What follows belongs to an exercise in optimizing a design on an open flow for small area; a production flow would make more cautious choices.
No functional check of the RTL was part of any run shown here.
No activity file was given, so power comes from the tool's default toggle rates.

<file path="flow/config.mk">
export PLATFORM = sky130hd
export DESIGN_NAME = spi_ram
export DESIGN_NICKNAME = spi_ram
export VERILOG_FILES = /design/flow/design.v
export SDC_FILE = /design/flow/constraint.sdc
export NUM_CORES = 4
export LEC_CHECK = 0
export CAP_MARGIN = 20
export CORE_MARGIN = 2
export CORE_UTILIZATION = 60
export CTS_BUF_LIST = sky130_fd_sc_hd__clkbuf_4
export SLEW_MARGIN = 20
export SYNTH_HIERARCHICAL = 1
</file>
<file path="flow/constraint.sdc">
create_clock -name core_clock -period 4.0 [get_ports {clk}]
set_input_delay 0.8000 -clock core_clock [delete_from_list [all_inputs] [get_ports {clk}]]
set_output_delay 0.8000 -clock core_clock [all_outputs]
set_load 0.01 [all_outputs]
</file>
<file path="flow/design.v">
module spi_ram_oai22 (
  input  logic a1, a2, b1, b2,
  output logic y
);
  assign y = ~((a1 | a2) & (b1 | b2));
endmodule
module spi_ram_aoi222 (
  input  logic a1, a2, b1, b2, c1, c2,
  output logic y
);
  assign y = ~((a1 & a2) | (b1 & b2) | (c1 & c2));
endmodule
module spi_ram_nor2 (
  input  logic a, b,
  output logic y
);
  assign y = ~(a | b);
endmodule
module spi_ram_nand2 (
  input  logic a, b,
  output logic y
);
  assign y = ~(a & b);
endmodule
module spi_ram_predec (
  input  logic [3:0]  a,
  input  logic        en,
  output logic [15:0] y,
  output logic [15:0] y_n
);
  for (genvar i = 0; i < 16; i++) begin : g_y
    assign y[i]   = en & (a == 4'(i));
    assign y_n[i] = ~(en & (a == 4'(i)));
  end
endmodule
module spi_ram_predec_n (
  input  logic [3:0]  a,
  output logic [15:0] y_n
);
  for (genvar i = 0; i < 16; i++) begin : g_y
    assign y_n[i] = ~(a == 4'(i));
  end
endmodule
module spi_ram_rdor (
  input  logic [85:0] x_n,
  output logic        y
);
  assign y = ~&x_n;
endmodule
module spi_ram #(
  parameter int MEM_DEPTH = 256,
  parameter int ADDR_SIZE = 8
) (
  input  logic       clk,
  input  logic       rst,
  input  logic [9:0] rx_data,
  input  logic       rx_valid,
  output logic [7:0] tx_data,
  output logic       tx_valid
);
  logic [8*MEM_DEPTH-1:0] mem_q, mem_d;
  logic                   phase_q;
  logic [ADDR_SIZE-1:0]   wr_addr_q, rd_addr_q;
  logic [7:0]             tx_data_q;
  logic                   tx_valid_q;
  logic cmd_wr_addr, cmd_wr_data, cmd_rd_addr, cmd_rd_data;
  assign cmd_wr_addr = rx_valid & (rx_data[9:8] == 2'b00);
  assign cmd_wr_data = rx_valid & (rx_data[9:8] == 2'b01);
  assign cmd_rd_addr = rx_valid & (rx_data[9:8] == 2'b10);
  assign cmd_rd_data = rx_valid & (rx_data[9:8] == 2'b11);
  logic [ADDR_SIZE-1:0] wr_addr_d, rd_addr_d;
  always_comb begin
    wr_addr_d = wr_addr_q;
    if (cmd_wr_addr) wr_addr_d = rx_data[ADDR_SIZE-1:0];
    else if (cmd_wr_data) wr_addr_d = wr_addr_q + ADDR_SIZE'(1);
    rd_addr_d = rd_addr_q;
    if (cmd_rd_addr) rd_addr_d = rx_data[ADDR_SIZE-1:0];
    else if (cmd_rd_data) rd_addr_d = rd_addr_q + ADDR_SIZE'(1);
  end
  logic [15:0] whi, whi_n, wlo, wlo_n;
  spi_ram_predec u_whi (.a(wr_addr_q[7:4]), .en(cmd_wr_data & ~rst), .y(whi), .y_n(whi_n));
  spi_ram_predec u_wlo (.a(wr_addr_q[3:0]), .en(1'b1),               .y(wlo), .y_n(wlo_n));
  logic [7:0] wdata;
  assign wdata = rx_data[7:0] ^ {8{phase_q}};
  logic [MEM_DEPTH-1:0] row_we, row_we_n;
  for (genvar r = 0; r < MEM_DEPTH; r++) begin : g_row
    spi_ram_nor2  u_we   (.a(whi_n[r/16]), .b(wlo_n[r%16]), .y(row_we[r]));
    spi_ram_nand2 u_we_n (.a(whi[r/16]),   .b(wlo[r%16]),   .y(row_we_n[r]));
    for (genvar b = 0; b < 8; b++) begin : g_bit
      spi_ram_oai22 u_cell (
        .a1(mem_q[8*r+b]), .a2(row_we[r]),
        .b1(row_we_n[r]),  .b2(wdata[b]),
        .y (mem_d[8*r+b])
      );
    end
  end
  always_ff @(posedge clk) begin
    mem_q   <= mem_d;
    phase_q <= ~phase_q;
  end
  logic [15:0] rhi_n, rlo_n;
  spi_ram_predec_n u_rhi (.a(rd_addr_q[7:4]), .y_n(rhi_n));
  spi_ram_predec_n u_rlo (.a(rd_addr_q[3:0]), .y_n(rlo_n));
  logic [MEM_DEPTH-1:0] row_rd;
  for (genvar r = 0; r < MEM_DEPTH; r++) begin : g_rsel
    spi_ram_nor2 u_rd (.a(rhi_n[r/16]), .b(rlo_n[r%16]), .y(row_rd[r]));
  end
  logic [7:0] rdata;
  for (genvar b = 0; b < 8; b++) begin : g_rbit
    logic [85:0] term_n;
    for (genvar g = 0; g < 85; g++) begin : g_t3
      spi_ram_aoi222 u_aoi (
        .a1(row_rd[3*g]),   .a2(mem_q[8*(3*g)+b]),
        .b1(row_rd[3*g+1]), .b2(mem_q[8*(3*g+1)+b]),
        .c1(row_rd[3*g+2]), .c2(mem_q[8*(3*g+2)+b]),
        .y (term_n[g])
      );
    end
    spi_ram_nand2 u_last (.a(row_rd[255]), .b(mem_q[8*255+b]), .y(term_n[85]));
    spi_ram_rdor u_or (.x_n(term_n), .y(rdata[b]));
  end
  always_ff @(posedge clk or posedge rst) begin
    if (rst) begin
      wr_addr_q  <= '0;
      rd_addr_q  <= '0;
      tx_valid_q <= 1'b0;
    end else begin
      wr_addr_q  <= wr_addr_d;
      rd_addr_q  <= rd_addr_d;
      tx_valid_q <= cmd_rd_data;
    end
  end
  always_ff @(posedge clk) begin
    tx_data_q <= rdata ^ {8{phase_q}};
  end
  assign tx_data  = tx_data_q;
  assign tx_valid = tx_valid_q;
endmodule
</file>
<file path="flow/run.sh">
#!/bin/bash
# synth_recipe.tcl (not shown) runs the flow's synth.tcl, then flattens the netlist and writes it again
# the make line also repeats each setting of config.mk as NAME=value (left out here)
make -C /OpenROAD-flow-scripts/flow DESIGN_CONFIG=/design/flow/config.mk WORK_HOME=/design/flow/orfs CLKGATE_MAP_FILE= SYNTH_SCRIPT=/design/flow/synth_recipe.tcl finish
</file>
==> results of run 1 <==
==> per-module statistics from Yosys, one instance, submodules excluded <==
module            cells inside  cell area [um2]  flip-flops and latches
spi_ram                   2185            42300                    2074
spi_ram_nor2                 1             3.75                       0
spi_ram_nand2                1             3.75                       0
spi_ram_predec              48              249                       0
spi_ram_oai22                1             6.26                       0
spi_ram_predec_n            20              186                       0
spi_ram_aoi222               1             10.0                       0
spi_ram_rdor                29              181                       0
==> registers in the layout, summed over array words and instances, names as in the netlist <==
signal,cells
mem_q,2048
rd_addr_q,8
tx_data_q,8
wr_addr_q,8
phase_q,1
tx_valid_q,1
==> power breakdown <==
part / internal (mW) / switching (mW)
Sequential: 21.0 / 0.329
Clock: 8.03 / 8.04
Combinational: 0.765 / 1.71
==> Yosys cell counts, drive strengths merged (4+ instances only) <==
cell        n
nor2      544
nor2b       7
nand4bb    12
nor4       32
and3        7
o21ai       6
a222oi    680
dfxtp    2057
nor3        9
or4b        9
or4        18
buf        10
a21oi      14
nand4     181
and3b       5
clkbuf     10
nand3b      4
xor2       16
nand2b      6
dfrtp      17
nand3      19
nand2     305
o22ai    2053
nand4b      8
o22a        7
==> repair_timing <==
item | 4_1_cts | 5_1_grt
gates resized for setup | 30 | 53
setup endpoints to repair | 8 | 8
endpoints found under the hold margin | 17 | 0
pin swaps | 11 | 49
buffers inserted | 2 | 31
hold buffers | 1 | 0
==> cell families (layout without fill, tap and decap cells) <==
kind of cell,after synthesis,in the layout,synth area share
buf+inv,23,1099,0.00164
xor+xnor,16,16,0.00209
compound gates,2768,2768,0.296
simple gates,1173,1173,0.0803
fa+ha+maj,2,2,0.000373
other cells,1,23,0.0000558
flops,2074,2074,0.620
==> metal layers <==
| layer | share of wire | global-route usage | vias to the layer above |
|---|---|---|---|
| li1 | - | - | 28000 |
| met1 | 0.37 | 0.602 | 31700 |
| met2 | 0.41 | 0.627 | 5557 |
| met3 | 0.15 | 0.136 | 1096 |
| met4 | 0.071 | 0.294 | 12 |
| met5 | 0.00066 | 0 | - |
==> final timing paths <==
| path | from | end | slack (ns) | cells after the start |
|---|---|---|---|---|
| worst min-delay path | rx_valid | tx_valid_q | 0.33 | 2 |
| worst max-delay path | rd_addr_q[1] | tx_data_q[2] | -0.16 | 12 |
| worst max register to register | rd_addr_q[1] | tx_data_q[2] | -0.16 | 12 |
| max in group asynchronous | rst | rd_addr_q[0] | 3.24 | 4 |
| worst min register to register | mem_q[1162] | mem_q[1162] | 0.44 | 1 |
| min in group asynchronous | rst | rd_addr_q[1] | 0.53 | 4 |
==> final cells by class <==
class                      instances  area (um2)
clock buffer                     675        5070
sequential                      2074       41600
clock inverter                   122         619
inverter                           3        11.3
tap                             1488        1860
fill                            8593       32500
multi-input combinational       3967       26100
timing repair buffer             299        3060
antenna                           15        37.5
==> critical path, stage by stage, from the launching register on <==
cell and delay [ns]:
dfrtp_2 0.39, buf_2 0.18, nand4bb_2 0.20, buf_4 0.25, nor2_1 0.17, a222oi_1 0.49, nand4_1 0.32, nor4_4 0.67
buf_4 0.21, nand4_1 0.23, buf_4 0.24, or4_1 0.53, xor2_1 0.16
==> flow_metrics.tcl, run 1 <==
set metrics [dict create \
    cts.reportedPaths.clkPinSlew_ns 0.08 \
    power_density_nw_per_um2 509 \
    die_x_um 339 \
    rows 122 \
    io_pins 22 \
    drt_wl_total_um 270000 \
    dpl_worst_slack_ns -0.572 \
    end_kind "flip-flop" \
    violations "setup timing" \
    postRouteAntennaNets 0 \
    fin_util 0.707 \
    yosysTopAreaCell "dfxtp_1" \
    ys_types 47 \
    synth.top_cell.area_share 0.613 \
    hold_class "in -> reg" \
    ctsHtreeMaxLevel 5 \
    fin_crit_sh 1.04 \
    layout.cells.most_common_list "dfxtp_1, o22ai_1, a222oi_1" \
    wl_per_cell_um 31.2 \
    grt_max_degree 137 \
    die_area_um2 115000 \
    power.total_mw 39.9 \
    drive_gt1_frac 0.153 \
    root_buffer "clkbuf_4" \
    cts_made_buffers 495 \
    fin_cells 8643 \
    path_max_fanout 8 \
    die_h_um 339 \
    status "failed layout checks" \
    drcViolationCount 0 \
    viasPerCell 7.68 \
    final_common_cell "dfxtp_1" \
    portBuffers 21 \
    cts.path.max_buffers 4 \
    path_class "reg -> reg" \
    grt_remaining_overflow 0 \
    place_inst 7797 \
    syn_avg_cell_area_um2 11.1 \
    dr.pass1.iters 14 \
    dr.first_iter.drc_count 13300 \
    skew_ns 0.0993 \
    maxSlewHeadroom 0.136 \
    holdWs_ns 0.333 \
    postSynthCellCount 6057 \
    placed_area_um2 71900 \
    finalMaxSlewViolations 0 \
    coreArea_um2 111000 \
    initial_core_util 0.606 \
    worstMarginPinSlew_ns 1.29 \
    async_flop_share 0.00820 \
    clk_latency_ns 1.41 \
    grt_setup_unrepaired "true" \
    grt.total_usage 0.449 \
    synth-edff-count 0 \
    ys_seq_area_frac 0.620 \
    finalSetupTns_ns -0.754 \
    num_vias 66400 \
    p_leak_nw 27.9 \
    grt_pass1_vias 61600 \
    worstSetupStartpointType "flip-flop" \
    worst_slack_ns -0.164 \
    finalNetCount 6855 \
    finalHoldViolations 0 \
    syn_to_final_growth_pct 16.7 \
    cp.required_ns 5.24 \
    grt_pass1_wl_um 394000 \
    gp_congestion 1.02 \
    ys_seq_elements 2074 \
    ys_warn_count 7 \
    netlist_area_um2 67200 \
    setup_viol 7 \
    synth_ff_type "dfxtp_1" \
    antenna_found_initial 16 \
    cap_viol_max_count 0 \
    cts_tree "done" \
    hpwlAfterDp_um 173000 \
    cp.arrival_ns 5.41 \
    design_area_um2 78400 \
    fmax_mhz 240 \
    clock-sinks 2074 \
    ir_drop_uv 400 \
    finalCriticalPeriod_ns 4.16 \
    yosys-top-cells-area "dfxtp_1, o22ai_1, a222oi_1" \
]
==> run 2, diff against run 1 <==
--- a/flow/design.v
+++ b/flow/design.v
@@ -1,7 +1,7 @@
-module spi_ram_oai22 (
+module spi_ram_ao22 (
   input  logic a1, a2, b1, b2,
   output logic y
 );
-  assign y = ~((a1 | a2) & (b1 | b2));
+  assign y = (a1 & a2) | (b1 & b2);
 endmodule
 module spi_ram_aoi222 (
@@ -10,4 +10,10 @@
 );
   assign y = ~((a1 & a2) | (b1 & b2) | (c1 & c2));
+endmodule
+module spi_ram_aoi22 (
+  input  logic a1, a2, b1, b2,
+  output logic y
+);
+  assign y = ~((a1 & a2) | (b1 & b2));
 endmodule
 module spi_ram_nor2 (
@@ -60,5 +66,4 @@
 );
   logic [8*MEM_DEPTH-1:0] mem_q, mem_d;
-  logic                   phase_q;
   logic [ADDR_SIZE-1:0]   wr_addr_q, rd_addr_q;
   logic [7:0]             tx_data_q;
@@ -81,6 +86,4 @@
   spi_ram_predec u_whi (.a(wr_addr_q[7:4]), .en(cmd_wr_data & ~rst), .y(whi), .y_n(whi_n));
   spi_ram_predec u_wlo (.a(wr_addr_q[3:0]), .en(1'b1),               .y(wlo), .y_n(wlo_n));
-  logic [7:0] wdata;
-  assign wdata = rx_data[7:0] ^ {8{phase_q}};
   logic [MEM_DEPTH-1:0] row_we, row_we_n;
   for (genvar r = 0; r < MEM_DEPTH; r++) begin : g_row
@@ -88,7 +91,7 @@
     spi_ram_nand2 u_we_n (.a(whi[r/16]),   .b(wlo[r%16]),   .y(row_we_n[r]));
     for (genvar b = 0; b < 8; b++) begin : g_bit
-      spi_ram_oai22 u_cell (
-        .a1(mem_q[8*r+b]), .a2(row_we[r]),
-        .b1(row_we_n[r]),  .b2(wdata[b]),
+      spi_ram_ao22 u_hold (
+        .a1(row_we[r]),   .a2(rx_data[b]),
+        .b1(row_we_n[r]), .b2(mem_q[8*r+b]),
         .y (mem_d[8*r+b])
       );
@@ -96,6 +99,5 @@
   end
   always_ff @(posedge clk) begin
-    mem_q   <= mem_d;
-    phase_q <= ~phase_q;
+    mem_q <= mem_d;
   end
   logic [15:0] rhi_n, rlo_n;
@@ -109,5 +111,5 @@
   for (genvar b = 0; b < 8; b++) begin : g_rbit
     logic [85:0] term_n;
-    for (genvar g = 0; g < 85; g++) begin : g_t3
+    for (genvar g = 0; g < 84; g++) begin : g_t3
       spi_ram_aoi222 u_aoi (
         .a1(row_rd[3*g]),   .a2(mem_q[8*(3*g)+b]),
@@ -117,5 +119,11 @@
       );
     end
-    spi_ram_nand2 u_last (.a(row_rd[255]), .b(mem_q[8*255+b]), .y(term_n[85]));
+    for (genvar g = 0; g < 2; g++) begin : g_t2
+      spi_ram_aoi22 u_aoi (
+        .a1(row_rd[252+2*g]),   .a2(mem_q[8*(252+2*g)+b]),
+        .b1(row_rd[252+2*g+1]), .b2(mem_q[8*(252+2*g+1)+b]),
+        .y (term_n[84+g])
+      );
+    end
     spi_ram_rdor u_or (.x_n(term_n), .y(rdata[b]));
   end
@@ -132,5 +140,5 @@
   end
   always_ff @(posedge clk) begin
-    tx_data_q <= rdata ^ {8{phase_q}};
+    tx_data_q <= rdata;
   end
   assign tx_data  = tx_data_q;
--- a/flow/config.mk
+++ b/flow/config.mk
@@ -8,6 +8,5 @@
 export CAP_MARGIN = 20
 export CORE_MARGIN = 2
-export CORE_UTILIZATION = 60
-export CTS_BUF_LIST = sky130_fd_sc_hd__clkbuf_4
+export CORE_UTILIZATION = 55
 export SLEW_MARGIN = 20
 export SYNTH_HIERARCHICAL = 1
==> flow_metrics.tcl, run 2 <==
set metrics [dict create \
    worst_slack_ns -0.149 \
    placed_area_um2 77000 \
    fin_cells 8433 \
    path_max_fanout 16 \
    postRouteAntennaNets 0 \
    drive_gt1_frac 0.107 \
    io_pins 22 \
    synth_compound_area_frac 0.348 \
    rows 132 \
    synth-edff-count 0 \
    wl_per_cell_um 33.8 \
    ys_seq_elements 2073 \
    synthAdderAreaFrac 0.000347 \
    multi_input_area_um2 31000 \
    design_area_um2 84700 \
    fin_crit_sh 1.04 \
    synth.top_cell.area_share 0.570 \
    cts.reportedPaths.clkPinSlew_ns 0.06 \
    synth_ff_type "dfxtp_1" \
    die_x_um 366 \
    initial_core_util 0.556 \
    viasPerCell 7.61 \
    synth_top_family_by_area "compound AO/OA/AOI/OAI gates" \
    nFillCells 10100 \
    maxSlewHeadroom 0.177 \
    ys_warn_count 7 \
    ys_seq_area_frac 0.576 \
    path_class "reg -> reg" \
    cts_tree "done" \
    die_area_um2 134000 \
    syn_avg_cell_area_um2 11.9 \
    grt_setup_unrepaired "true" \
    regArea_um2 41600 \
    async_flop_share 0.00820 \
    holdWs_ns 0.470 \
    worstSetupStartpointType "flip-flop" \
    worstMarginPinSlew_ns 1.23 \
    grt_remaining_overflow 0 \
    cp.required_ns 4.70 \
    place_inst 8030 \
    ys_types 44 \
    finalCriticalPeriod_ns 4.15 \
    grt_max_degree 91 \
    grt.total_usage 0.404 \
    drcViolationCount 0 \
    ir_drop_uv 382 \
    synth_most_common_cell "dfxtp_1" \
    skew_ns 0.0302 \
    status "failed layout checks" \
    hpwlAfterDp_um 184000 \
    grt_pass1_wl_um 410000 \
    hold_class "reg -> reg" \
    yosys-top-cells-area "dfxtp_1, a22o_1, a222oi_1" \
    final_common_cell "dfxtp_1" \
    power_density_nw_per_um2 513 \
    die_h_um 366 \
    portBuffers 21 \
    setup_viol 2 \
    synth.area.mux_share 0 \
    drt_wl_total_um 285000 \
    postSynthCellCount 6043 \
    fmax_mhz 241 \
    synthSimpleGateAreaFrac 0.0747 \
    finalNetCount 6530 \
    synthTopCellsByCount "dfxtp_1, a22o_1, a222oi_1, nor2_1, nand2_1" \
    gp_congestion 0.970 \
    coreArea_um2 130000 \
    clock-sinks 2073 \
    antenna_found_initial 18 \
    netlist_area_um2 72200 \
    syn_to_final_growth_pct 17.3 \
    finalMaxSlewViolations 0 \
    layout.cells.most_common_list "dfxtp_1, a22o_1, a222oi_1" \
    ctsHtreeMaxLevel 4 \
    num_vias 64200 \
    cap_viol_max_count 0 \
    finalHoldViolations 0 \
    dr.pass1.iters 13 \
    violations "setup timing" \
    finalSetupTns_ns -0.239 \
    yosysTopAreaCell "dfxtp_1" \
    cp.arrival_ns 4.85 \
    dr.first_iter.drc_count 11800 \
    clk_latency_ns 0.83 \
    synth_xor_area_frac 0 \
    cts_made_buffers 201 \
    p_leak_nw 31.0 \
    largest-register "mem_q" \
    grt_pass1_vias 58400 \
    cts.path.max_buffers 3 \
    root_buffer "clkbuf_16" \
    largest_register_ffs 2048 \
    end_kind "flip-flop" \
]
run 2: final timing paths:
path	from	end	slack [ns]	cells past startpoint
worst max register to register	rd_addr_q[6]	tx_data_q[1]	-0.15	10
worst max-delay path	rd_addr_q[6]	tx_data_q[1]	-0.15	10
max in group asynchronous	rst	rd_addr_q[3]	3.18	3
worst min register to register	mem_q[157]	mem_q[157]	0.47	1
min in group asynchronous	rst	tx_valid_q	0.56	3
worst min-delay path	mem_q[157]	mem_q[157]	0.47	1
run 2: worst max-delay path: stages, from the launching register on:
cell and delay (ns):
dfrtp_2 0.50, buf_4 0.18, nand4bb_1 0.42, buf_4 0.29, nor2_1 0.14, a222oi_1 0.63, nand4_1 0.26, nor4_1 0.53
nand4_1 0.32, buf_4 0.23, or4_1 0.52
run 2: timing repair:
item | CTS | global route
hold endpoints to repair | 0 | 0
endpoints found under the setup margin | 8 | 7
hold buffers | 0 | 0
pin swaps | 6 | 27
resized for setup | 31 | 26
buffers inserted | 5 | 19
run 2: final cells by class:
| type | instances | share of cell area |
|---|---|---|
| multi-input combinational | 3957 | 0.367 |
| sequential | 2073 | 0.491 |
| clock buffer | 294 | 0.0717 |
| antenna | 7 | 0.000207 |
| tap | 1742 | 0.0257 |
| timing repair buffer | 281 | 0.0329 |
| inverter | 1 | 0.0000443 |
| clock inverter | 78 | 0.0114 |
run 2: kinds of logic (layout without fill, tap and decap cells):
group | Yosys count | after routing
compound gates | 2776 | 2776
buf+inv | 20 | 654
fa+ha+maj | 2 | 2
other cells | 1 | 15
flops | 2073 | 2073
simple gates | 1171 | 1171
run 2: power by group:
| part | internal (mW) | leakage, nW | switching [mW] | total (mW) |
|---|---|---|---|---|
| clock network | 11.7 | 3.46 | 8.27 | 20.0 |
| registers | 20.9 | 16.8 | 0.254 | 21.1 |
| logic | 0.592 | 10.8 | 1.66 | 2.26 |
run 2: Yosys stat by module, one instance, submodules excluded:
| module | area (um2) | flops+latches | times used |
|---|---|---|---|
| spi_ram_predec_n | 186 | 0 | 2 |
| spi_ram | 42100 | 2073 | 1 |
| spi_ram_ao22 | 8.76 | 0 | 2048 |
| spi_ram_rdor | 181 | 0 | 8 |
| spi_ram_aoi222 | 10.0 | 0 | 672 |
| spi_ram_nand2 | 3.75 | 0 | 256 |
| spi_ram_nor2 | 3.75 | 0 | 512 |
| spi_ram_aoi22 | 12.5 | 0 | 16 |
| spi_ram_predec | 249 | 0 | 2 |
run 2: metal layers:
metal  up-vias  part of all wire  global-route usage
li1      27000                 -                   -
met1     31500              0.40               0.561
met2      4754              0.42               0.580
met3       898              0.13               0.105
met4        18             0.056               0.200
met5         -           0.00041                   0
run 2: metrics by stage:
step / utilization / setup slack (ns) / power, mW
2_1_floorplan: - / 0.716 / 22.1
6_report: 0.652 / -0.149 / 43.4
3_3_place_gp: 0.593 / -0.660 / 23.6
3_5_place_dp: 0.593 / -0.734 / 23.6
5_1_grt: 0.652 / -0.0362 / 44.4
4_1_cts: 0.650 / -0.0109 / 43.3

[static timing again, ports no longer ideal]
The flow's constraints put no driver on any port. The routed layouts listed below were extracted and timed again, unchanged, in two steps.
Step 1: set_driving_cell puts a clkbuf_16 on clk and a buf_2 on each other input, an assumption about the parent block.
Step 2, shift: input delay + t, output delay - t, t = (earliest + latest rising clock arrival at the registers) / 2. This alone moves slack from input paths to output paths.
a / b / c = no drivers / after step 1 / after step 2; a / b = the first two.
run | shift t [ns] | slack for setup (ns) | worst setup path after step 2 | worst slew at a driven data input, ns | pins driven straight from the clock port
run 1 | 1.438 | -0.164 / -0.164 / -0.245 | input to register | 0.03 | 1
run 2 | 0.895 | -0.149 / -0.149 / -0.149 | register to register | 0.13 | 1
For run 1, which loses most, drivers alone change the setup slack by 0.000 ns; drivers and shift together by -0.081 ns.
